Source: an optimization exercise on an open RTL-to-GDS flow (aim: small area and few clock cycles per item). Production flows keep margins and buffers that such runs may drop. The RTL was checked by simulation tests, not by an equivalence proof against the original design.

==> flow/design.v, too long to show whole: its modules and the start of the top module <==
// module srgbxy_lin_rom: 1164 lines
// module srgbxy_div: 28 lines
// module srgbxy_sel: 216 lines
// module srgbxy_csa: 12 lines
// module srgbxy_fa: 10 lines
// module srgbxy_ha: 9 lines
// module srgbxy_han: 9 lines
// module srgbxy_fa1: 9 lines
// module srgbxy_fa1n: 9 lines
// module srgbxy_xor2: 3 lines
// module srgbxy_xnor2: 3 lines
// module srgbxy_or2: 3 lines
// module srgbxy_nor2: 3 lines
// module srgbxy_nand2: 3 lines
// module srgbxy_cpa_tx: 312 lines
// module srgbxy_cpa_ty: 312 lines
// module srgbxy_cpa_tt: 291 lines
// module srgbxy_mul3: 12 lines
// module srgbxy_sign41: 318 lines
// module srgbxy_qsum: 110 lines
// module srgb_to_xy_chromaticity: 1333 lines
module srgb_to_xy_chromaticity #(
  parameter int COMPONENT_BITS  = 8,
  parameter int COORD_FRAC_BITS = 16
) (
  input  logic                      clk,
  input  logic                      rst,
  input  logic                      in_valid,
  output logic                      in_ready,
  input  logic [COMPONENT_BITS-1:0] red,
  input  logic [COMPONENT_BITS-1:0] green,
  input  logic [COMPONENT_BITS-1:0] blue,
  output logic                      out_valid,
  input  logic                      out_ready,
  output logic [srgbxy_pkg::OUT_W-1:0] chroma_x,
  output logic [srgbxy_pkg::OUT_W-1:0] chroma_y,
  output logic                      black_input
);
  // ...
==> flow/run.sh <==
#!/bin/bash
# synth_recipe.tcl (not shown) runs the flow's synth.tcl, then flattens the netlist and writes it again
# the make line also repeats each setting of config.mk as NAME=value (left out here)
make -C /OpenROAD-flow-scripts/flow DESIGN_CONFIG=/design/flow/config.mk WORK_HOME=/design/flow/orfs CLKGATE_MAP_FILE= SYNTH_SCRIPT=/design/flow/synth_recipe.tcl finish
==> flow/config.mk <==
export PLATFORM = sky130hd
export DESIGN_NAME = srgb_to_xy_chromaticity
export DESIGN_NICKNAME = srgb_to_xy_chromaticity
export VERILOG_FILES = /design/flow/design.v
export SDC_FILE = /design/flow/constraint.sdc
export NUM_CORES = 8
export LEC_CHECK = 0
export CAP_MARGIN = 20
export CORE_MARGIN = 2
export CORE_UTILIZATION = 50
export CTS_BUF_LIST = sky130_fd_sc_hd__clkbuf_4 sky130_fd_sc_hd__clkbuf_8
export CTS_CLUSTER_DIAMETER = 60
export CTS_CLUSTER_SIZE = 16
export GPL_TIMING_DRIVEN = 0
export SETUP_SLACK_MARGIN = 0.1
export SLEW_MARGIN = 20
export SYNTH_HIERARCHICAL = 1
==> flow/constraint.sdc <==
create_clock -name core_clock -period 8.0 [get_ports {clk}]
set_input_delay 1.6000 -clock core_clock [delete_from_list [all_inputs] [get_ports {clk}]]
set_output_delay 1.6000 -clock core_clock [all_outputs]
set_load 0.01 [all_outputs]
==> impl_metrics.json, run 1 <==
{
  "finalCritPeriodShare_pct": 95.5,
  "die-area_um2": 215000,
  "crit_required_ns": 8.82,
  "synthCells": 9512,
  "critPathBufInv": 6,
  "start_kind": "flip-flop",
  "min_from": "r1_pix[15]",
  "diodes": 7,
  "max_stage_delay_ns": 0.62,
  "rsz0062_at_grt": "false",
  "setup_tns_ns": 0,
  "drv_cap": 0,
  "area_growth_pct": 8.13,
  "dr_wl_met3_mm": 30.9,
  "nFillCells": 18400,
  "grt_max_degree": 38,
  "layout.cells.non_filler": 12800,
  "cts_buffers": 135,
  "ant_nets": 0,
  "hold_violations": 0,
  "num-multi-input-gates": 7159,
  "avgViaCountPerCell": 6.17,
  "run_status": "timing/DRC/antenna clean",
  "cts_hold_repair.buffers": 0,
  "cp_top_family": "adder cells",
  "netlist_area_um2": 106000,
  "r2r_end": "g_pt[5].sy[27]",
  "ff_latch_area_um2": 27800,
  "slew_viol_final": 0,
  "clock_latency_ns": 0.98,
  "met1_usage_pct": 45.7,
  "clock_sinks": 1366,
  "routabilityCongestion": 1.04,
  "routed_wl_mm": 390,
  "die_w_um": 463,
  "routedLengthMet1_mm": 157,
  "worstSetupPathType": "reg2reg",
  "clock_skew_ns": 0.0698,
  "endpoint": "g_pt[5].sy[27]"
}
Testbench counts, summed over its fixed seeds: cycles 16,064, items 16,000.
==> run 2, diff against run 1 <==
--- a/flow/config.mk
+++ b/flow/config.mk
@@ -11,4 +11,2 @@
 export CTS_BUF_LIST = sky130_fd_sc_hd__clkbuf_4 sky130_fd_sc_hd__clkbuf_8
-export CTS_CLUSTER_DIAMETER = 60
-export CTS_CLUSTER_SIZE = 16
 export GPL_TIMING_DRIVEN = 0
==> run 2 against run 1 <==
Net effect: wire length is 0.48% higher; sequential share of layout area decreased by 0.58 points; critical path type unchanged; synthesized cell count unchanged; clock skew grew 0.042 ns; still clean; final area increased by 2.4%; die area stayed put; via count rose by 0.72%; cell count grew 1.5%.
==> impl_metrics.json, run 2 <==
{
  "clock_latency_ns": 1.06,
  "start_kind": "flip-flop",
  "clock_skew_ns": 0.111,
  "grt_max_degree": 38,
  "layout_commonest_cell": "fa_1",
  "drt_iter0_drc": 7435,
  "rsz0062_at_grt": "true",
  "synthCells": 9512,
  "rr_startpoint": "g_pt[3].cx[32]",
  "place_area_um2": 110000,
  "die_h_um": 463,
  "min_path_type": "reg2reg",
  "tightest_slew_ns": 1.30,
  "grt_pass1_vias": 82700,
  "io_pins": 63,
  "root_buffer": "clkbuf_8",
  "setup_violations": 0,
  "final_cell_mix": "fa_1, dfxtp_1, xnor2_1, inv_1, nand2_1",
  "nFillCells": 18100,
  "slowest_stage": "fa_2",
  "final_area_um2": 117000,
  "core_um2": 210000,
  "hold_depth": 0,
  "netlist_area_um2": 106000,
  "drive_gt1_share_pct": 16.9,
  "grt_pass1_wl_mm": 568,
  "drc_errors": 0,
  "fin_nets": 11800,
  "path_clk_slew_ns": 0.07,
  "cts_tree": "yes",
  "post-route-util_pct": 55.8,
  "r2r_end": "g_pt[5].sx[19]",
  "antenna_found_initial": 25,
  "cts_buffers": 223,
  "io_buffers": 56,
  "dp_hpwl_mm": 305,
  "post_drt_wl_per_cell_um": 30.3,
  "slew_headroom_pct": 13.0,
  "firstDrtPassIters": 6,
  "vias": 79300,
  "worstPathMaxFanout": 10,
  "slew_viol_final": 0,
  "routabilityCongestion": 1.04,
  "arrival_ns": 8.56,
  "initial_utilization_pct": 50.3,
  "die-area_um2": 215000,
  "crit_required_ns": 8.91,
  "timing.hold.ws_ns": 0.298,
  "clock.fmax_ghz": 0.131,
  "finalCriticalPeriod_ns": 7.65,
  "avgViaCountPerCell": 6.12,
  "min_from": "g_pt[3].dy[16]",
  "synth_area_per_cell_um2": 11.1,
  "htreeDepth": 4,
  "setup_tns_ns": 0,
  "whs_endpoint": "g_pt[5].dy[16]",
  "hold_violations": 0,
  "rows": 168,
  "cp-end-kind": "flip-flop",
  "synth_warnings": 7,
  "finalCritPeriodShare_pct": 95.6,
  "clock_path_buffers": 3,
  "run_status": "timing/DRC/antenna clean",
  "worstSetupPathType": "reg2reg",
  "ff2ff_path_depth": 31,
  "routed_wl_mm": 392,
  "clock_sinks": 1366,
  "grt_usage_pct": 36.0,
  "ant_nets": 0,
  "area_growth_pct": 10.7,
  "max_stage_delay_ns": 0.61,
  "die_w_um": 463,
  "drv_cap": 0,
  "r2r_slack_ns": 0.35,
  "grt.overflow.total": 0
}
-- run 2: worst max path at each step --
stage,from,endpoint,slack [ns]
4_1_cts,g_pt[5].cy[32],g_pt[7].sy[28],0.10
6_report,g_pt[3].cx[32],g_pt[5].sx[19],0.35
5_1_grt,g_pt[3].sx[32],g_pt[5].sx[35],0.03
2_1_floorplan,r0_s0[0],r1_m3_b[16],1.15
3_3_place_gp,g_pt[3].sy[32],g_pt[5].sy[27],-1.30
3_5_place_dp,g_pt[3].sy[32],g_pt[5].sy[27],-1.38
-- run 2: cell type report --
type                       instances  area (um2)  share of cell area, %
antenna                            6        15.0                 0.0128
buffer                           542        3710                   3.18
clock buffer                     331        4290                   3.67
clock inverter                    86        1360                   1.17
inverter                         568        2130                   1.82
multi-input combinational       7159       73200                   62.7
sequential                      1366       27800                   23.8
tap                             2805        3510                   3.00
timing repair buffer              92         851                  0.728
-- run 2: worst max-delay path, delay by kind of cell (launching register included) --
| family | cells | cell delay (ns) |
|---|---|---|
| compound gates | 8 | 1.52 |
| xor+xnor | 3 | 0.55 |
| fa+ha+maj | 8 | 3.26 |
| buf+inv | 6 | 0.85 |
| flops | 1 | 0.37 |
| mux | 1 | 0.34 |
| simple gates | 5 | 0.69 |
-- run 2: metrics by stage --
stage / std cells / setup slack (ns)
3_5_place_dp: 12500 / -1.38
5_1_grt: 13000 / 0.0322
2_1_floorplan: 9636 / 1.15
6_report: 13000 / 0.349
3_3_place_gp: 12500 / -1.30
4_1_cts: 12900 / 0.105
-- run 2: routing by layer --
layer / up-vias / track usage, % / part of all wire [%]
li1: 33800 / - / -
met1: 40300 / 45.8 / 40
met2: 4022 / 57.3 / 46
met3: 1149 / 7.75 / 8.0
met4: 20 / 19.5 / 6.2
met5: - / 0 / 0.034
-- run 2: what timing repair did --
item	4_1_cts	5_1_grt
resized for setup	48	89
setup buffers	8	23
setup endpoints to repair	439	467
hold buffers	0	0
pin swaps	5	28

static timing again, ports no longer ideal:
No port has a modelled driver above. Below, the same layouts with a new extraction and two added sets of constraints.
Step 1 assumes that a clkbuf_16 drives the clock port and a buf_2 every other input.
Step 2 also shifts input and output timing later by t, the mid clock arrival at the registers, as if the neighbouring blocks saw the same clock.
a / b / c = ideal ports / drivers / drivers and shift; a / b = the first two.
| run | t, ns | slack for setup (ns) | worst hold slack (ns) | latest minus earliest clock arrival (ns) | cell pins on the clock port's net |
|---|---|---|---|---|---|
| run 1 | 1.029 | 0.359 / 0.359 / -0.274 | 0.300 / 0.300 / 0.300 | 0.074 / 0.074 | 1 |
| run 2 | 1.089 | 0.349 / 0.349 / -0.305 | 0.298 / 0.298 / 0.298 | 0.113 / 0.113 | 1 |
With both steps, setup timing fails in run 1 and run 2, where it was met with ideal ports. The setup slack of run 2, which loses most, moves by 0.000 ns with the drivers and by -0.654 ns with both steps.
